From an optimization exercise on the open Yosys and OpenROAD flow, aimed at small area and a short achievable clock period; shortcuts taken in it are not production practice. The RTL was checked by simulation tests, not by an equivalence proof against the original design. No activity file was given, so power comes from the tool's default toggle rates.

==> flow/design.v <==
package imem_pkg;
    localparam int FAULT_W        = 2;
    localparam int FAULT_MISALIGN = 0;
    localparam int FAULT_RANGE    = 1;
    localparam logic [31:0] NOP_INSTR = 32'h0000_0013;
endpackage
module imem_hold (
    input  logic q,
    input  logic d,
    input  logic keep,
    input  logic load,
    output logic nxt
);
    assign nxt = (q & keep) | (d & load);
endmodule
module imem_aoi #(
    parameter int N = 3
) (
    input  logic [N-1:0] a,
    input  logic [N-1:0] s,
    output logic         y_n
);
    assign y_n = !(|(a & s));
endmodule
module imem_nand #(
    parameter int N = 4
) (
    input  logic [N-1:0] a,
    output logic         y_n
);
    assign y_n = !(&a);
endmodule
module imem_nor #(
    parameter int N = 3
) (
    input  logic [N-1:0] a,
    output logic         y_n
);
    assign y_n = !(|a);
endmodule
module imem_rd_fin #(
    parameter bit NOP_B = 1'b0
) (
    input  logic [1:0] m_n,
    input  logic       take,
    input  logic       q,
    input  logic       hold,
    input  logic       nop,
    output logic       nxt
);
    assign nxt = (!(&m_n) & take) | (q & hold) | (NOP_B & nop);
endmodule
module imem_dec_cell (
    input  logic wr_hi,
    input  logic wr_lo,
    input  logic wr_hi_n,
    input  logic wr_lo_n,
    input  logic rd_hi_n,
    input  logic rd_lo_n,
    output logic we,
    output logic keep,
    output logic sel
);
    assign we   = !(wr_hi_n || wr_lo_n);
    assign keep = !(wr_hi && wr_lo);
    assign sel  = !(rd_hi_n || rd_lo_n);
endmodule
module imem_ready (
    input  logic load_en,
    input  logic resp_valid,
    input  logic resp_ready,
    output logic req_ready
);
    assign req_ready = !load_en && (!resp_valid || resp_ready);
endmodule
module imem_rd_bit #(
    parameter int DEPTH = 64,
    parameter bit NOP_B = 1'b0
) (
    input  logic [DEPTH-1:0] col,
    input  logic [DEPTH-1:0] sel,
    input  logic             take,
    input  logic             q,
    input  logic             hold,
    input  logic             nop,
    output logic             nxt
);
    localparam int NG = (DEPTH + 2) / 3;       
    localparam int NH = (NG + 3) / 4;          
    localparam int NA = (NH + 1) / 2;          
    localparam int NB = NH - NA;               
    logic [NG-1:0] g_n;
    logic [NH-1:0] h;
    logic [1:0]    m_n;
    for (genvar g = 0; g < NG; g++) begin : g_grp
        localparam int LO = 3 * g;
        localparam int CNT = (DEPTH - LO >= 3) ? 3 : DEPTH - LO;
        imem_aoi #(.N(CNT)) u_aoi (
            .a   (col[LO +: CNT]),
            .s   (sel[LO +: CNT]),
            .y_n (g_n[g])
        );
    end
    for (genvar k = 0; k < NH; k++) begin : g_nand
        localparam int BASE = NG / NH;
        localparam int XTRA = NG % NH;
        localparam int LO   = k * BASE + ((k < XTRA) ? k : XTRA);
        localparam int CNT  = BASE + ((k < XTRA) ? 1 : 0);
        imem_nand #(.N(CNT)) u_nand (
            .a   (g_n[LO +: CNT]),
            .y_n (h[k])
        );
    end
    imem_nor #(.N(NA)) u_nor_a (.a(h[0 +: NA]), .y_n(m_n[0]));
    imem_nor #(.N(NB)) u_nor_b (.a(h[NA +: NB]), .y_n(m_n[1]));
    imem_rd_fin #(.NOP_B(NOP_B)) u_fin (
        .m_n  (m_n),
        .take (take),
        .q    (q),
        .hold (hold),
        .nop  (nop),
        .nxt  (nxt)
    );
endmodule
module instr_fetch_mem #(
    parameter int                DATA_W    = 32,
    parameter int                ADDR_W    = 32,
    parameter int                DEPTH     = 64,
    parameter logic [ADDR_W-1:0] BASE_ADDR = '0,
    parameter logic [DATA_W-1:0] NOP_INSTR = imem_pkg::NOP_INSTR,
    localparam int               IDX_W     = (DEPTH > 1) ? $clog2(DEPTH) : 1
) (
    input  logic                         clk,
    input  logic                         reset,
    input  logic                         req_valid,
    output logic                         req_ready,
    input  logic [ADDR_W-1:0]            req_addr,
    output logic                         resp_valid,
    input  logic                         resp_ready,
    output logic [DATA_W-1:0]            resp_instr,
    output logic [ADDR_W-1:0]            resp_addr,
    output logic [imem_pkg::FAULT_W-1:0] resp_fault,
    input  logic                         load_en,
    input  logic [IDX_W-1:0]             load_idx,
    input  logic [DATA_W-1:0]            load_data
);
    localparam int FAULT_W        = imem_pkg::FAULT_W;
    localparam int FAULT_MISALIGN = imem_pkg::FAULT_MISALIGN;
    localparam int FAULT_RANGE    = imem_pkg::FAULT_RANGE;
    logic [ADDR_W-1:0]  off;
    logic [ADDR_W-1:0]  idx;
    logic [FAULT_W-1:0] fault;
    logic               bad;
    logic               rdy;
    logic               take;
    logic               hold;
    logic               nop;
    logic [DATA_W-1:0]  mem_q [DEPTH];
    logic [DATA_W-1:0]  instr_q;
    logic [DATA_W-1:0]  instr_d;
    logic [ADDR_W-1:0]  addr_d;
    logic [FAULT_W-1:0] fault_d;
    imem_ready u_ready (
        .load_en    (load_en),
        .resp_valid (resp_valid),
        .resp_ready (resp_ready),
        .req_ready  (req_ready)
    );
    assign rdy = !load_en && (!resp_valid || resp_ready);
    assign off = req_addr - BASE_ADDR;
    assign idx = off >> 2;
    always_comb begin
        fault                 = '0;
        fault[FAULT_MISALIGN] = (req_addr[1:0] != 2'b00);
        fault[FAULT_RANGE]    = (req_addr < BASE_ADDR) || (idx >= ADDR_W'(DEPTH));
    end
    assign bad = |fault;
    localparam int LO_W    = IDX_W / 2;
    localparam int HI_W    = IDX_W - LO_W;
    localparam int NL      = 1 << LO_W;
    localparam int NH      = 1 << HI_W;
    localparam int SLICE_W = 8;
    localparam int NSLICE  = DATA_W / SLICE_W;
    logic [NH-1:0] wr_hi;
    logic [NL-1:0] wr_lo;
    logic [NH-1:0] rd_hi;
    logic [NL-1:0] rd_lo;
    logic [DEPTH-1:0] sel [NSLICE];
    for (genvar h = 0; h < NH; h++) begin : g_hi
        assign wr_hi[h] = load_en && (load_idx[IDX_W-1:LO_W] == HI_W'(h));
        assign rd_hi[h] = (idx[IDX_W-1:LO_W] == HI_W'(h));
    end
    for (genvar l = 0; l < NL; l++) begin : g_lo
        assign wr_lo[l] = (load_idx[LO_W-1:0] == LO_W'(l));
        assign rd_lo[l] = (idx[LO_W-1:0] == LO_W'(l));
    end
    for (genvar k = 0; k < NSLICE; k++) begin : g_slice
        logic [DEPTH-1:0] we;
        logic [DEPTH-1:0] keep;
        for (genvar w = 0; w < DEPTH; w++) begin : g_dec
            imem_dec_cell u_dec (
                .wr_hi   (wr_hi[w / NL]),
                .wr_lo   (wr_lo[w % NL]),
                .wr_hi_n (!wr_hi[w / NL]),
                .wr_lo_n (!wr_lo[w % NL]),
                .rd_hi_n (!rd_hi[w / NL]),
                .rd_lo_n (!rd_lo[w % NL]),
                .we      (we[w]),
                .keep    (keep[w]),
                .sel     (sel[k][w])
            );
        end
        for (genvar w = 0; w < DEPTH; w++) begin : g_word
            for (genvar b = k * SLICE_W; b < (k + 1) * SLICE_W; b++) begin : g_bit
                logic d;
                logic q;
                imem_hold u_hold (
                    .q    (q),
                    .d    (load_data[b]),
                    .keep (keep[w]),
                    .load (we[w]),
                    .nxt  (d)
                );
                always_ff @(posedge clk) begin
                    q <= d;
                end
                assign mem_q[w][b] = q;
            end
        end
    end
    assign take = rdy && !bad;
    assign nop  = rdy && bad;
    assign hold = !rdy;
    for (genvar b = 0; b < DATA_W; b++) begin : g_rd
        logic [DEPTH-1:0] col;
        for (genvar w = 0; w < DEPTH; w++) begin : g_col
            assign col[w] = mem_q[w][b];
        end
        imem_rd_bit #(.DEPTH(DEPTH), .NOP_B(NOP_INSTR[b])) u_rd (
            .col  (col),
            .sel  (sel[b / SLICE_W]),
            .take (take),
            .q    (instr_q[b]),
            .hold (hold),
            .nop  (nop),
            .nxt  (instr_d[b])
        );
    end
    for (genvar b = 0; b < ADDR_W; b++) begin : g_addr
        imem_hold u_hold (
            .q    (resp_addr[b]),
            .d    (req_addr[b]),
            .keep (hold),
            .load (rdy),
            .nxt  (addr_d[b])
        );
    end
    for (genvar b = 0; b < FAULT_W; b++) begin : g_fault
        imem_hold u_hold (
            .q    (resp_fault[b]),
            .d    (fault[b]),
            .keep (hold),
            .load (rdy),
            .nxt  (fault_d[b])
        );
    end
    always_ff @(posedge clk) begin
        instr_q    <= instr_d;
        resp_addr  <= addr_d;
        resp_fault <= fault_d;
    end
    always_ff @(posedge clk or posedge reset) begin
        if (reset) begin
            resp_valid <= 1'b0;
        end else begin
            resp_valid <= (req_valid && rdy) || (resp_valid && !resp_ready);
        end
    end
    assign resp_instr = instr_q;
endmodule
==> flow/config.mk <==
export PLATFORM = sky130hd
export DESIGN_NAME = instr_fetch_mem
export DESIGN_NICKNAME = instr_fetch_mem
export VERILOG_FILES = /design/flow/design.v
export SDC_FILE = /design/flow/constraint.sdc
export NUM_CORES = 4
export LEC_CHECK = 0
export CAP_MARGIN = 20
export CORE_MARGIN = 2
export CORE_UTILIZATION = 50
export SETUP_SLACK_MARGIN = 2.6
export SLEW_MARGIN = 20
export SYNTH_HIERARCHICAL = 1
export SYNTH_MINIMUM_KEEP_SIZE = 0
export TNS_END_PERCENT = 100
==> flow/constraint.sdc <==
create_clock -name core_clock -period 5.0 [get_ports {clk}]
set_input_delay 1.0000 -clock core_clock [delete_from_list [all_inputs] [get_ports {clk}]]
set_output_delay 1.0000 -clock core_clock [all_outputs]
set_load 0.01 [all_outputs]
standard.sh (not shown) runs the stock make flow with config.mk's settings and CLKGATE_MAP_FILE= SYNTH_SCRIPT=/design/flow/synth_recipe.tcl, a recipe that flattens the netlist after the stock synthesis.
==> flow/flow/run.sh <==
#!/bin/bash
# Own layout flow: the standard flow (standard.sh, unchanged synthesis) with three
# layout choices passed to ORFS as make variables:
#  - ports are buffered with buf_4 instead of the default pick (a slow delay buffer),
#  - the clock tree uses clkbuf_8 leaves under a clkbuf_16 root, clusters of 14 sinks,
#    and no dummy loads,
#  - timing repair may resize a cell to any footprint.
# Each tool's full output stays in orfs/logs/ (ORFS writes one log per step); make's own
# output goes to flow_make.log in this folder.
set -euo pipefail
bash standard.sh \
  "BUFFER_PORTS_ARGS=-buffer_cell sky130_fd_sc_hd__buf_4" \
  "CTS_ARGS=-sink_clustering_enable -repair_clock_nets -dont_use_dummy_load -sink_clustering_size 14 -sink_clustering_max_diameter 40 -root_buf sky130_fd_sc_hd__clkbuf_16 -buf_list sky130_fd_sc_hd__clkbuf_8" \
  "MATCH_CELL_FOOTPRINT=0" \
  finish > flow_make.log 2>&1
The starting point finished clean.
Change:
==> flow/flow/run.sh (replaced) <==
#!/bin/bash
# Own layout flow: the standard flow (standard.sh, unchanged synthesis) with these
# layout choices passed to ORFS as make variables:
#  - ports are buffered with buf_4 instead of the default pick (a slow delay buffer),
#  - the clock tree uses clkbuf_8 under a clkbuf_16 root, clusters of up to 16 sinks
#    within 45 um, and no dummy loads,
#  - timing repair may resize a cell to any footprint,
#  - the floorplan step repairs timing without the extra setup margin (before placement
#    its estimates only upsize cells blindly); later steps use config.mk's margin.
# Each tool's full output stays in orfs/logs/ (ORFS writes one log per step); make's own
# output goes to flow_make_1.log and flow_make_2.log in this folder.
set -euo pipefail
ARGS=(
  "BUFFER_PORTS_ARGS=-buffer_cell sky130_fd_sc_hd__buf_4"
  "CTS_ARGS=-sink_clustering_enable -repair_clock_nets -dont_use_dummy_load -sink_clustering_size 16 -sink_clustering_max_diameter 45 -root_buf sky130_fd_sc_hd__clkbuf_16 -buf_list sky130_fd_sc_hd__clkbuf_8"
  "MATCH_CELL_FOOTPRINT=0"
)
bash standard.sh "${ARGS[@]}" "SETUP_SLACK_MARGIN=0" floorplan > flow_make_1.log 2>&1
bash standard.sh "${ARGS[@]}" finish > flow_make_2.log 2>&1
- power is lower by a little under a tenth
- wire length went down slightly
- sequential share of layout area climbs by 1.7 points
- final area went down by a few percent
- non-clock buffer count is lower by 45
- count of clock-buffer cells in the layout decreases by 81
- setup slack is better by 0.0072 ns
- flip-flop and latch count is unchanged
- first-iteration DRC count goes up slightly
- clock power drops by about a fifth
- synthesized area stays the same
Change:
Settings changed: CORE_UTILIZATION 50 to 58, SETUP_SLACK_MARGIN 2.6 to 2.7.
Result:
- The new run completed without violations
- combinational power went down by about 1%
- global-route usage is higher by 3.5 points
- synthesized cell count is unchanged
- area after synthesis stays the same
Change:
Settings changed: CORE_UTILIZATION 58 to 50, SETUP_SLACK_MARGIN 2.7 to 2.4.
What happened: Final cell count came out higher by about 3%; non-clock buffer count came out lower by 34; die area came out higher by about 16%; global-route usage came out lower by 4.2 points.

## static timing again, ports no longer ideal
The flow's constraints put no driver on any port. The routed layouts listed below were extracted and timed again, unchanged, in two steps.
Step 1: set_driving_cell puts a clkbuf_16 on clk and a buf_2 on each other input, an assumption about the parent block.
Step 2 adds t to the input delays and takes it off the output delays; t is the mean of the earliest and latest rising clock arrival at the registers after step 1. Input paths then give back, and output paths get back, about the clock's delay inside the block.
Slacks: no drivers / after step 1 / after step 2; pairs: no drivers / after step 1.
run | t (ns) | slack for setup (ns) | worst hold slack (ns) | latest minus earliest clock arrival (ns)
the first run | 0.895 | 2.316 / 2.291 / 1.396 | 0.397 / 0.350 / 0.480 | 0.074 / 0.074
the second run | 0.863 | 2.323 / 2.287 / 1.424 | 0.077 / 0.017 / 0.484 | 0.081 / 0.081
the third run | 0.859 | 2.296 / 2.250 / 1.391 | 0.053 / -0.002 / 0.483 | 0.081 / 0.081
the fourth run | 0.864 | 2.308 / 2.327 / 1.463 | 0.077 / 0.011 / 0.484 | 0.074 / 0.074
After both steps every run listed still meets setup and hold. The setup slack of the first run, which loses most, moves by -0.025 ns with the drivers and by -0.920 ns with both steps.
